Background: an optimization exercise with open tools, aiming at a short achievable clock period and few clock cycles. Do not read the settings as production practice.
Only simulation tests tie the RTL to the original design; equivalence was not proved.
Power figures rest on the tool's default switching activity, not on a simulated workload.

==> design.v <==
package arm_pkg;
	typedef logic [31:0] word_t;
	typedef logic [3:0] reg_idx_t;
	typedef logic [3:0] flags_t;
	typedef logic [3:0] cond_t;
	localparam int FLAG_N = 3;
	localparam int FLAG_Z = 2;
	localparam int FLAG_C = 1;
	localparam int FLAG_V = 0;
	typedef enum logic [3:0] {
		OP_AND = 4'h0,
		OP_EOR = 4'h1,
		OP_SUB = 4'h2,
		OP_RSB = 4'h3,
		OP_ADD = 4'h4,
		OP_ADC = 4'h5,
		OP_SBC = 4'h6,
		OP_RSC = 4'h7,
		OP_TST = 4'h8,
		OP_TEQ = 4'h9,
		OP_CMP = 4'ha,
		OP_CMN = 4'hb,
		OP_ORR = 4'hc,
		OP_MOV = 4'hd,
		OP_BIC = 4'he,
		OP_MVN = 4'hf
	} dp_op_e;
	typedef enum logic [1:0] {
		SH_LSL = 2'b00,
		SH_LSR = 2'b01,
		SH_ASR = 2'b10,
		SH_ROR = 2'b11
	} shift_e;
	typedef enum logic [1:0] {
		SEQ_INIT    = 2'd0,
		SEQ_FETCH   = 2'd1,
		SEQ_EXECUTE = 2'd2
	} seq_state_e;
	localparam word_t PC_READ_OFFSET = 32'd8;
	localparam word_t INSTR_STEP = 32'd4;
endpackage
`timescale 1ns/1ps
module arm_shifter_alu (
	input  arm_pkg::dp_op_e op,
	input  arm_pkg::word_t  rn_val,
	input  arm_pkg::word_t  rm_val,
	input  logic            imm_sel,
	input  logic [7:0]      imm8,
	input  logic [3:0]      rot,
	input  logic [4:0]      shift_amt,
	input  arm_pkg::shift_e shift_type,
	input  arm_pkg::flags_t flags,
	output arm_pkg::word_t  result,
	output arm_pkg::flags_t flags_out,
	output logic            writes_rd
);
	arm_pkg::word_t shop;  
	logic shc;    
	logic [63:0] rot_wide;
	logic [32:0] ext;
	arm_pkg::word_t add_a;
	arm_pkg::word_t add_b;
	logic add_cin;
	logic arith;
	logic [32:0] sum;
	arm_pkg::word_t logic_res;
	logic c_in;
	assign c_in = flags[arm_pkg::FLAG_C];
	always_comb begin
		rot_wide = '0;
		ext = '0;
		shop = rm_val;
		shc = c_in;
		if (imm_sel) begin
			rot_wide = {24'd0, imm8, 24'd0, imm8} >> {rot, 1'b0};
			shop = rot_wide[31:0];
			shc = (rot == 4'd0) ? c_in : shop[31];
		end else begin
			case (shift_type)
				arm_pkg::SH_LSL: if (shift_amt != 5'd0) begin
					ext = {1'b0, rm_val} << shift_amt;
					shop = ext[31:0];
					shc = ext[32];
				end
				arm_pkg::SH_LSR: if (shift_amt == 5'd0) begin  
					shop = '0;
					shc = rm_val[31];
				end else begin
					ext = {rm_val, 1'b0} >> shift_amt;
					shop = ext[32:1];
					shc = ext[0];
				end
				arm_pkg::SH_ASR: if (shift_amt == 5'd0) begin
					shop = {32{rm_val[31]}};
					shc = rm_val[31];
				end else begin
					ext = $signed({rm_val, 1'b0}) >>> shift_amt;
					shop = ext[32:1];
					shc = ext[0];
				end
				arm_pkg::SH_ROR: if (shift_amt == 5'd0) begin  
					shop = {c_in, rm_val[31:1]};
					shc = rm_val[0];
				end else begin
					rot_wide = {rm_val, rm_val} >> shift_amt;
					shop = rot_wide[31:0];
					shc = shop[31];
				end
			endcase
		end
	end
	always_comb begin
		add_a = rn_val;
		add_b = shop;
		add_cin = 1'b0;
		case (op)
			arm_pkg::OP_SUB, arm_pkg::OP_CMP: begin
				add_b = ~shop;
				add_cin = 1'b1;
			end
			arm_pkg::OP_RSB: begin
				add_a = shop;
				add_b = ~rn_val;
				add_cin = 1'b1;
			end
			arm_pkg::OP_ADC: add_cin = c_in;
			arm_pkg::OP_SBC: begin
				add_b = ~shop;
				add_cin = c_in;
			end
			arm_pkg::OP_RSC: begin
				add_a = shop;
				add_b = ~rn_val;
				add_cin = c_in;
			end
			default: begin
			end
		endcase
	end
	always_comb begin
		case (op)
			arm_pkg::OP_AND, arm_pkg::OP_TST: logic_res = rn_val & shop;
			arm_pkg::OP_EOR, arm_pkg::OP_TEQ: logic_res = rn_val ^ shop;
			arm_pkg::OP_ORR: logic_res = rn_val | shop;
			arm_pkg::OP_BIC: logic_res = rn_val & ~shop;
			arm_pkg::OP_MVN: logic_res = ~shop;
			default: logic_res = shop;  
		endcase
	end
	assign arith = (op == arm_pkg::OP_SUB || op == arm_pkg::OP_RSB || op == arm_pkg::OP_ADD || op == arm_pkg::OP_ADC || op == arm_pkg::OP_SBC || op == arm_pkg::OP_RSC || op == arm_pkg::OP_CMP || op == arm_pkg::OP_CMN);
	assign sum = {1'b0, add_a} + {1'b0, add_b} + {32'd0, add_cin};
	assign result = arith ? sum[31:0] : logic_res;
	assign flags_out[arm_pkg::FLAG_N] = result[31];
	assign flags_out[arm_pkg::FLAG_Z] = (result == '0);
	assign flags_out[arm_pkg::FLAG_C] = arith ? sum[32] : shc;
	assign flags_out[arm_pkg::FLAG_V] = arith ? (add_a[31] == add_b[31]) && (sum[31] != add_a[31])
		: flags[arm_pkg::FLAG_V];
	assign writes_rd = !((op == arm_pkg::OP_TST || op == arm_pkg::OP_TEQ || op == arm_pkg::OP_CMP || op == arm_pkg::OP_CMN));
endmodule
`timescale 1ns/1ps
module arm_execute (
	input  arm_pkg::word_t    instr,
	input  logic              commit,
	input  arm_pkg::word_t    pc,
	input  arm_pkg::flags_t   flags,
	output arm_pkg::reg_idx_t rd_a_idx,
	output arm_pkg::reg_idx_t rd_b_idx,
	output arm_pkg::reg_idx_t rd_c_idx,
	input  arm_pkg::word_t    rd_a_data,
	input  arm_pkg::word_t    rd_b_data,
	input  arm_pkg::word_t    rd_c_data,
	input  arm_pkg::word_t    mem_rdata,
	output logic              ex_mem_read,
	output logic              ex_mem_write,
	output arm_pkg::word_t    ex_addr,
	output arm_pkg::word_t    ex_wdata,
	output logic              wr0_en,
	output arm_pkg::reg_idx_t wr0_idx,
	output arm_pkg::word_t    wr0_data,
	output logic              wr1_en,
	output arm_pkg::reg_idx_t wr1_idx,
	output arm_pkg::word_t    wr1_data,
	output logic              pc_en,
	output arm_pkg::word_t    pc_next,
	output logic              flags_en,
	output arm_pkg::flags_t   flags_next
);
	arm_pkg::cond_t cond;
	logic pass;
	logic n, z, c, v;
	logic is_dp, is_br, is_ls;
	logic s_bit;
	logic ls_pre, ls_up, ls_wb, ls_load;
	arm_pkg::reg_idx_t rn, rd;
	arm_pkg::word_t offs_addr, seq_pc, br_target, alu_res;
	logic alu_wr;
	assign cond = instr[31:28];
	assign n = flags[arm_pkg::FLAG_N];
	assign z = flags[arm_pkg::FLAG_Z];
	assign c = flags[arm_pkg::FLAG_C];
	assign v = flags[arm_pkg::FLAG_V];
	always_comb begin
		case (cond)
			4'h0: pass = z;
			4'h1: pass = !z;
			4'h2: pass = c;
			4'h3: pass = !c;
			4'h4: pass = n;
			4'h5: pass = !n;
			4'h6: pass = v;
			4'h7: pass = !v;
			4'h8: pass = c && !z;
			4'h9: pass = !c || z;
			4'ha: pass = (n == v);
			4'hb: pass = (n != v);
			4'hc: pass = !z && (n == v);
			4'hd: pass = z || (n != v);
			4'he: pass = 1'b1;
			default: pass = 1'b0;  
		endcase
	end
	assign rn = instr[19:16];
	assign rd = instr[15:12];
	assign s_bit = instr[20];
	assign is_dp = (instr[27:26] == 2'b00) && (instr[25] || !instr[4])
		&& !(instr[24:23] == 2'b10 && !s_bit);
	assign is_br = (instr[27:25] == 3'b101);
	assign is_ls = (instr[27:25] == 3'b010) && !instr[22];  
	assign rd_a_idx = rn;
	assign rd_b_idx = instr[3:0];
	assign rd_c_idx = rd;  
	arm_shifter_alu u_alu (
		.op        (arm_pkg::dp_op_e'(instr[24:21])),
		.rn_val    (rd_a_data),
		.rm_val    (rd_b_data),
		.imm_sel   (instr[25]),
		.imm8      (instr[7:0]),
		.rot       (instr[11:8]),
		.shift_amt (instr[11:7]),
		.shift_type(arm_pkg::shift_e'(instr[6:5])),
		.flags     (flags),
		.result    (alu_res),
		.flags_out (flags_next),
		.writes_rd (alu_wr)
	);
	assign ls_pre = instr[24];
	assign ls_up = instr[23];
	assign ls_wb = !ls_pre || instr[21];  
	assign ls_load = instr[20];
	assign offs_addr = ls_up ? rd_a_data + {20'd0, instr[11:0]}
		: rd_a_data - {20'd0, instr[11:0]};
	assign ex_addr = ls_pre ? offs_addr : rd_a_data;
	assign ex_wdata = rd_c_data;
	assign ex_mem_read = is_ls && pass && ls_load;
	assign ex_mem_write = is_ls && pass && !ls_load;
	assign seq_pc = pc + arm_pkg::INSTR_STEP;
	assign br_target = pc + arm_pkg::PC_READ_OFFSET + {{6{instr[23]}}, instr[23:0], 2'b00};
	always_comb begin
		wr0_en = 1'b0;
		wr0_idx = rd;
		wr0_data = alu_res;
		wr1_en = 1'b0;
		wr1_idx = rn;
		wr1_data = offs_addr;
		pc_next = seq_pc;
		flags_en = 1'b0;
		if (commit && pass) begin
			if (is_dp) begin
				wr0_en = alu_wr;
				flags_en = s_bit && (rd != 4'd15);  
			end else if (is_br) begin
				pc_next = br_target;
				wr1_en = instr[24];  
				wr1_idx = 4'd14;
				wr1_data = seq_pc;
			end else if (is_ls) begin
				wr0_en = ls_load;
				wr0_data = mem_rdata;
				wr1_en = ls_wb && !(ls_load && rn == rd);
			end
		end
	end
	assign pc_en = commit;
endmodule
`timescale 1ns/1ps
module arm_regfile #(
	parameter arm_pkg::word_t RESET_PC = 32'h0800_0000
) (
	input  logic              clk,
	input  logic              rstn,
	input  arm_pkg::reg_idx_t rd_a_idx,
	input  arm_pkg::reg_idx_t rd_b_idx,
	input  arm_pkg::reg_idx_t rd_c_idx,
	output arm_pkg::word_t    rd_a_data,
	output arm_pkg::word_t    rd_b_data,
	output arm_pkg::word_t    rd_c_data,
	input  logic              wr0_en,
	input  logic              wr1_en,
	input  arm_pkg::reg_idx_t wr0_idx,
	input  arm_pkg::reg_idx_t wr1_idx,
	input  arm_pkg::word_t    wr0_data,
	input  arm_pkg::word_t    wr1_data,
	input  logic              pc_en,
	input  logic              init_pc,
	input  arm_pkg::word_t    pc_next,
	output arm_pkg::word_t    pc,
	input  logic              flags_en,
	input  arm_pkg::flags_t   flags_next,
	output arm_pkg::flags_t   flags
);
	arm_pkg::word_t gpr [0:14];  
	logic wr0_pc;
	logic wr1_pc;
	always_comb begin
		rd_a_data = (rd_a_idx == 4'd15) ? pc + arm_pkg::PC_READ_OFFSET : gpr[rd_a_idx];
		rd_b_data = (rd_b_idx == 4'd15) ? pc + arm_pkg::PC_READ_OFFSET : gpr[rd_b_idx];
		rd_c_data = (rd_c_idx == 4'd15) ? pc + arm_pkg::PC_READ_OFFSET : gpr[rd_c_idx];
	end
	assign wr0_pc = wr0_en && (wr0_idx == 4'd15);
	assign wr1_pc = wr1_en && (wr1_idx == 4'd15);
	always_ff @(posedge clk) begin
		if (wr0_en && !wr0_pc)
			gpr[wr0_idx] <= wr0_data;
		if (wr1_en && !wr1_pc)
			gpr[wr1_idx] <= wr1_data;
	end
	always_ff @(posedge clk) begin
		if (!rstn || init_pc)
			pc <= RESET_PC;
		else if (wr0_pc)
			pc <= wr0_data;
		else if (wr1_pc)
			pc <= wr1_data;
		else if (pc_en)
			pc <= pc_next;
	end
	always_ff @(posedge clk) begin
		if (!rstn)
			flags <= '0;
		else if (flags_en)
			flags <= flags_next;
	end
endmodule
`timescale 1ns/1ps
module arm_sequencer #(
	parameter arm_pkg::word_t RESET_PC = 32'h0800_0000
) (
	input  logic           clk,
	input  logic           rstn,
	input  arm_pkg::word_t pc,
	input  logic           ex_mem_read,
	input  logic           ex_mem_write,
	input  arm_pkg::word_t ex_addr,
	input  arm_pkg::word_t ex_wdata,
	output arm_pkg::word_t mem_addr,
	output arm_pkg::word_t mem_wdata,
	input  arm_pkg::word_t mem_rdata,
	output logic           mem_read,
	output logic           mem_write,
	input  logic           mem_ok,
	output arm_pkg::word_t instr,
	output logic           init_pc,
	output logic           commit
);
	arm_pkg::seq_state_e state;
	arm_pkg::seq_state_e state_next;
	logic data_req;  
	assign data_req = ex_mem_read | ex_mem_write;
	always_ff @(posedge clk) begin
		if (!rstn)
			state <= arm_pkg::SEQ_INIT;
		else
			state <= state_next;
	end
	always_comb begin
		state_next = state;
		case (state)
			arm_pkg::SEQ_INIT: state_next = arm_pkg::SEQ_FETCH;
			arm_pkg::SEQ_FETCH: if (mem_ok) state_next = arm_pkg::SEQ_EXECUTE;
			arm_pkg::SEQ_EXECUTE: if (commit) state_next = arm_pkg::SEQ_FETCH;
			default: state_next = arm_pkg::SEQ_INIT;
		endcase
	end
	always_ff @(posedge clk) begin
		if (state == arm_pkg::SEQ_FETCH && mem_ok)
			instr <= mem_rdata;
	end
	assign init_pc = (state == arm_pkg::SEQ_INIT);
	assign commit = (state == arm_pkg::SEQ_EXECUTE) && (!data_req || mem_ok);  
	assign mem_addr = (state == arm_pkg::SEQ_EXECUTE) ? ex_addr : pc;
	assign mem_wdata = ex_wdata;
	assign mem_read = (state == arm_pkg::SEQ_FETCH) || (state == arm_pkg::SEQ_EXECUTE && ex_mem_read);
	assign mem_write = (state == arm_pkg::SEQ_EXECUTE) && ex_mem_write;
endmodule
`timescale 1ns/1ps
module arm_core #(
	parameter arm_pkg::word_t RESET_PC = 32'h0800_0000
) (
	input  logic           clk,
	input  logic           rstn,
	output arm_pkg::word_t mem_addr,
	output arm_pkg::word_t mem_wdata,
	input  arm_pkg::word_t mem_rdata,
	output logic           mem_read,
	output logic           mem_write,
	input  logic           mem_ok
);
	arm_pkg::word_t pc, instr;
	arm_pkg::word_t ex_addr, ex_wdata;
	logic ex_mem_read, ex_mem_write;
	logic init_pc, commit;
	arm_pkg::reg_idx_t rd_a_idx, rd_b_idx, rd_c_idx;
	arm_pkg::word_t rd_a_data, rd_b_data, rd_c_data;
	logic wr0_en, wr1_en;
	arm_pkg::reg_idx_t wr0_idx, wr1_idx;
	arm_pkg::word_t wr0_data, wr1_data;
	logic pc_en, flags_en;
	arm_pkg::word_t pc_next;
	arm_pkg::flags_t flags, flags_next;
	arm_sequencer #(.RESET_PC(RESET_PC)) u_seq (
		.clk         (clk),
		.rstn        (rstn),
		.pc          (pc),
		.ex_mem_read (ex_mem_read),
		.ex_mem_write(ex_mem_write),
		.ex_addr     (ex_addr),
		.ex_wdata    (ex_wdata),
		.mem_addr    (mem_addr),
		.mem_wdata   (mem_wdata),
		.mem_rdata   (mem_rdata),
		.mem_read    (mem_read),
		.mem_write   (mem_write),
		.mem_ok      (mem_ok),
		.instr       (instr),
		.init_pc     (init_pc),
		.commit      (commit)
	);
	arm_regfile #(.RESET_PC(RESET_PC)) u_regs (
		.clk       (clk),
		.rstn      (rstn),
		.rd_a_idx  (rd_a_idx),
		.rd_b_idx  (rd_b_idx),
		.rd_c_idx  (rd_c_idx),
		.rd_a_data (rd_a_data),
		.rd_b_data (rd_b_data),
		.rd_c_data (rd_c_data),
		.wr0_en    (wr0_en),
		.wr1_en    (wr1_en),
		.wr0_idx   (wr0_idx),
		.wr1_idx   (wr1_idx),
		.wr0_data  (wr0_data),
		.wr1_data  (wr1_data),
		.pc_en     (pc_en),
		.init_pc   (init_pc),
		.pc_next   (pc_next),
		.pc        (pc),
		.flags_en  (flags_en),
		.flags_next(flags_next),
		.flags     (flags)
	);
	arm_execute u_exec (
		.instr       (instr),
		.commit      (commit),
		.pc          (pc),
		.flags       (flags),
		.rd_a_idx    (rd_a_idx),
		.rd_b_idx    (rd_b_idx),
		.rd_c_idx    (rd_c_idx),
		.rd_a_data   (rd_a_data),
		.rd_b_data   (rd_b_data),
		.rd_c_data   (rd_c_data),
		.mem_rdata   (mem_rdata),
		.ex_mem_read (ex_mem_read),
		.ex_mem_write(ex_mem_write),
		.ex_addr     (ex_addr),
		.ex_wdata    (ex_wdata),
		.wr0_en      (wr0_en),
		.wr0_idx     (wr0_idx),
		.wr0_data    (wr0_data),
		.wr1_en      (wr1_en),
		.wr1_idx     (wr1_idx),
		.wr1_data    (wr1_data),
		.pc_en       (pc_en),
		.pc_next     (pc_next),
		.flags_en    (flags_en),
		.flags_next  (flags_next)
	);
endmodule
==> run.sh <==
#!/bin/bash
# synth_recipe.tcl (not shown) runs the flow's synth.tcl, then flattens the netlist and writes it again
# the make line also repeats each setting of config.mk as NAME=value (left out here)
make -C /OpenROAD-flow-scripts/flow DESIGN_CONFIG=/design/flow/config.mk WORK_HOME=/design/flow/orfs CLKGATE_MAP_FILE= SYNTH_SCRIPT=/design/flow/synth_recipe.tcl finish
==> config.mk <==
export PLATFORM = sky130hd
export DESIGN_NAME = arm_core
export DESIGN_NICKNAME = arm_core
export VERILOG_FILES = /design/flow/design.v
export SDC_FILE = /design/flow/constraint.sdc
export NUM_CORES = 4
export LEC_CHECK = 0
export CAP_MARGIN = 20
export CORE_MARGIN = 2
export CORE_UTILIZATION = 40
export SLEW_MARGIN = 20
==> constraint.sdc <==
create_clock -name core_clock -period 12.0 [get_ports {clk}]
set_input_delay 2.4000 -clock core_clock [delete_from_list [all_inputs] [get_ports {clk}]]
set_output_delay 2.4000 -clock core_clock [all_outputs]
set_load 0.01 [all_outputs]
==> results_dict.tcl <==
set metrics [dict create \
    num_rows 135 \
    floorplan.initialDensity 0.403 \
    die_w_um 374 \
    min_period_ps 10880 \
    cts_resized 0 \
    wl_mm 304 \
    antenna_found_initial 24 \
    synth_common_cells "nor2_1, a21oi_1, nand2_1, edfxtp_1, o21ai_0" \
    port_buffers 100 \
    timing.setup.tns_ps 0 \
    post_drt_wl_per_cell_um 38.4 \
    fin_area_um2 60300 \
    dr.pass1.iters 7 \
    tightest_slew_ps 1360 \
    ys_seq_elements 562 \
    synth_compound_area_frac 0.234 \
    clockBufferDepth 3 \
    dp.cells 7786 \
    ant_nets 0 \
    via_count 56985 \
    synth_top_cell_area_share 0.281 \
    nets 6242 \
    synth.most_common_cell "nor2_1" \
    clock_latency_ps 680 \
    gp_congestion 1.07 \
    grt_max_degree 110 \
    outcome "finished clean" \
    ys_warn_count 4 \
    crit_family "compound AO/OA/AOI/OAI gates" \
    rsz0062_at_grt "no" \
    placed_area_um2 58000 \
    worst_clock_skew_ps 39.8 \
    yosysSeqAreaShare 0.300 \
    async_reset_ff_frac 0 \
    setup_ws_ps 1120 \
    p_per_area_nw_per_um2 135 \
    synthAdderAreaFrac 0.0308 \
    avgSynthCellArea_um2 8.81 \
    grt_pass1_vias 51875 \
    finalMaxSlewViolations 0 \
    grt_pass1_wl_mm 419 \
    post_drt_via_cell_ratio 7.20 \
    cp_num_buf_inv 3 \
    syn_nets 6367 \
    synth-edff-count 512 \
    synth.area.top_cells "edfxtp_1, mux4_2, a21oi_1, nor2_1, mux2i_1" \
    netlist_instances 6200 \
    cp-end-kind "primary output" \
    instances_no_fill 7917 \
    fin_util 0.445 \
    path_clk_slew_ps 60 \
    crit_fanout 23 \
    fin_crit_sh 0.906 \
    hold_viol 0 \
    cp_slowest_stage_delay_ps 740 \
    synth_xor_area_frac 0.0216 \
    maxCapViolCount 0 \
    io_pins 101 \
    slowest_stage "mux2i_1" \
    finalPower_mw 8.16 \
    grt_use_total 0.422 \
    die_h_um 374 \
    crit_required_ps 9600 \
    preCtsSetupSlack_ps 1900 \
    fmax_mhz 92.0 \
    synth_cell_type_count 119 \
    cts_setup_buffers 0 \
    drc 0 \
    finalSetupViolCount 0 \
    dieArea_um2 140000 \
    yosys.area.top_type "edfxtp_1" \
    drt_iter0_markers 10579 \
    p_leak_nw 21.5 \
    holdBufCountCts 0 \
    synth_top_flop_cell "edfxtp_1" \
    criticalPathCategory "reg2out" \
    drive_gt1_frac 0.159 \
    hp-class "reg2reg" \
    h-tree-depth 3 \
    cp_cell_sequence "buf_4 > mux4_2 > mux4_2 > mux2i_1 > inv_1 > ha_1 > a21o_1 > a21oi_1 > o21bai_1 > o311ai_0 > nand4b_1 > a31oi_1 > o21ai_0 > o41ai_1 > o21ai_0 > o31a_1 > a21oi_1 > nor2_1 > nor2_1 > xnor2_1 > mux2i_1 > o21ai_0 > clkdlybuf4s50_1" \
    fill_cells 13188 \
    maxSlewHeadroom 0.0886 \
    area_growth_pct 10.4 \
    clock-root-buffer "clkbuf_16" \
    synth_top_family_by_area "compound AO/OA/AOI/OAI gates" \
    startpoint_type "flip-flop" \
    holdWs_ps 515 \
    max-vdd-ir-drop_v 0.000121 \
    cts_buffers 67 \
    coreArea_um2 135000 \
    netlist_area_um2 54600 \
    yosys-mux-area-fraction 0.203 \
    post-dp-hpwl_mm 219 \
    clock_sinks 562 \
    crit_top_cell "o21ai_0" \
    worstPathArrival_ps 8480 \
    grt.overflow.total 0 \
    cts_tree "done" \
    synth-simple-area-share 0.156 \
]
logic make-up (layout without fill, tap and decap cells):
| group | after synthesis | in the layout |
|---|---|---|
| flops | 562 | 562 |
| buf+inv | 698 | 626 |
| fa+ha+maj | 132 | 132 |
| compound gates | 2065 | 2065 |
| other cells | 0 | 8 |
| simple gates | 1943 | 1943 |
| xor+xnor | 135 | 135 |
| mux | 665 | 665 |
sequential cells by signal, summed over array words and instances, names as in the netlist, named ones only:
register / cells
u_regs.gpr: 480
u_regs.pc: 32
u_seq.instr: 32
u_regs.flags: 4
u_seq.state: 2
worst min-delay path, stage by stage (launching register included):
cell     delay [ps]
dfxtp_1         350
nand2_1          70
o21ai_1          50
where the power goes:
part / switching [mW] / leakage [nW] / internal [mW]
registers: 0.0575 / 5.03 / 2.30
logic: 2.49 / 15.5 / 1.18
clock network: 0.917 / 1.05 / 1.22
total: 3.46 / 21.5 / 4.70
placed cells by master (no fill, tap or decap), types with 37 or more instances in the layout:
cell,count
and2_1,37
buf_4,281
mux2_2,65
o221ai_1,58
inv_1,108
nor3_1,90
a221oi_1,44
clkdlybuf4s50_1,100
xnor2_1,80
o21ai_1,47
nand2_1,642
o22ai_1,80
a21oi_1,756
and3_1,37
xor2_1,54
mux2i_1,247
mux4_2,343
o211ai_1,65
clkbuf_16,69
a211oi_1,67
nand3_1,103
nand2b_1,40
o21ai_0,451
nor2_1,756
edfxtp_1,512
ha_1,128
a21o_1,48
a31oi_1,45
a22oi_1,39
dfxtp_1,39
layer usage:
layer | vias to the layer above | global-route usage | wire, µm
li1 | 23353 | - | -
met1 | 27747 | 0.551 | 112000
met2 | 4829 | 0.598 | 124000
met3 | 1034 | 0.137 | 43500
met4 | 22 | 0.268 | 24200
met5 | - | 0.00652 | 147
worst paths after layout:
kind / start / cells past startpoint / slack [ps] / endpoint
max: flip-flop / 23 / 1120 / mem_addr[30]
min: u_regs.flags[2]$_SDFFE_PN0P_ / 2 / 520 / u_regs.flags[2]$_SDFFE_PN0P_
max reg2reg: u_regs.pc[3]$_SDFFE_PP0N_ / 33 / 1310 / u_regs.gpr[14][30]$_DFFE_PP_
min reg2reg: u_regs.flags[2]$_SDFFE_PN0P_ / 2 / 520 / u_regs.flags[2]$_SDFFE_PN0P_
final cells by class:
class,instances,area (µm²),share of cell area
clock inverters,36,399,0.00662
well taps,1781,2230,0.0369
diodes,8,20.0,0.000332
inverters,116,435,0.00722
repair buffers,388,3240,0.0537
multi-input cells,4940,35800,0.593
flip-flops and latches,562,16400,0.272
clock buffers,86,1790,0.0297
Testbench counts, summed over its fixed seeds: cycles 51,116.

-- separate check: timing with driven ports --
In the flow no input, the clock included, has a driving cell. The finished layout below was timed again as built, in two steps.
Step 1 assumes that a clkbuf_16 drives the clock port and a buf_2 every other input.
Step 2, shift: input delay + t, output delay - t, t = (earliest + latest rising clock arrival at the registers) / 2. This alone moves slack from input paths to output paths.
a / b / c = ideal / step 1 / step 2; a / b = the first two.
shift t [ns]: 0.734
setup WS [ns]: 1.125 / 1.051 / 1.312
worst setup path after step 2: register to register
After both steps this run still meets setup and hold. The setup slack of this run moves by -0.074 ns with the drivers and by +0.187 ns with both steps.
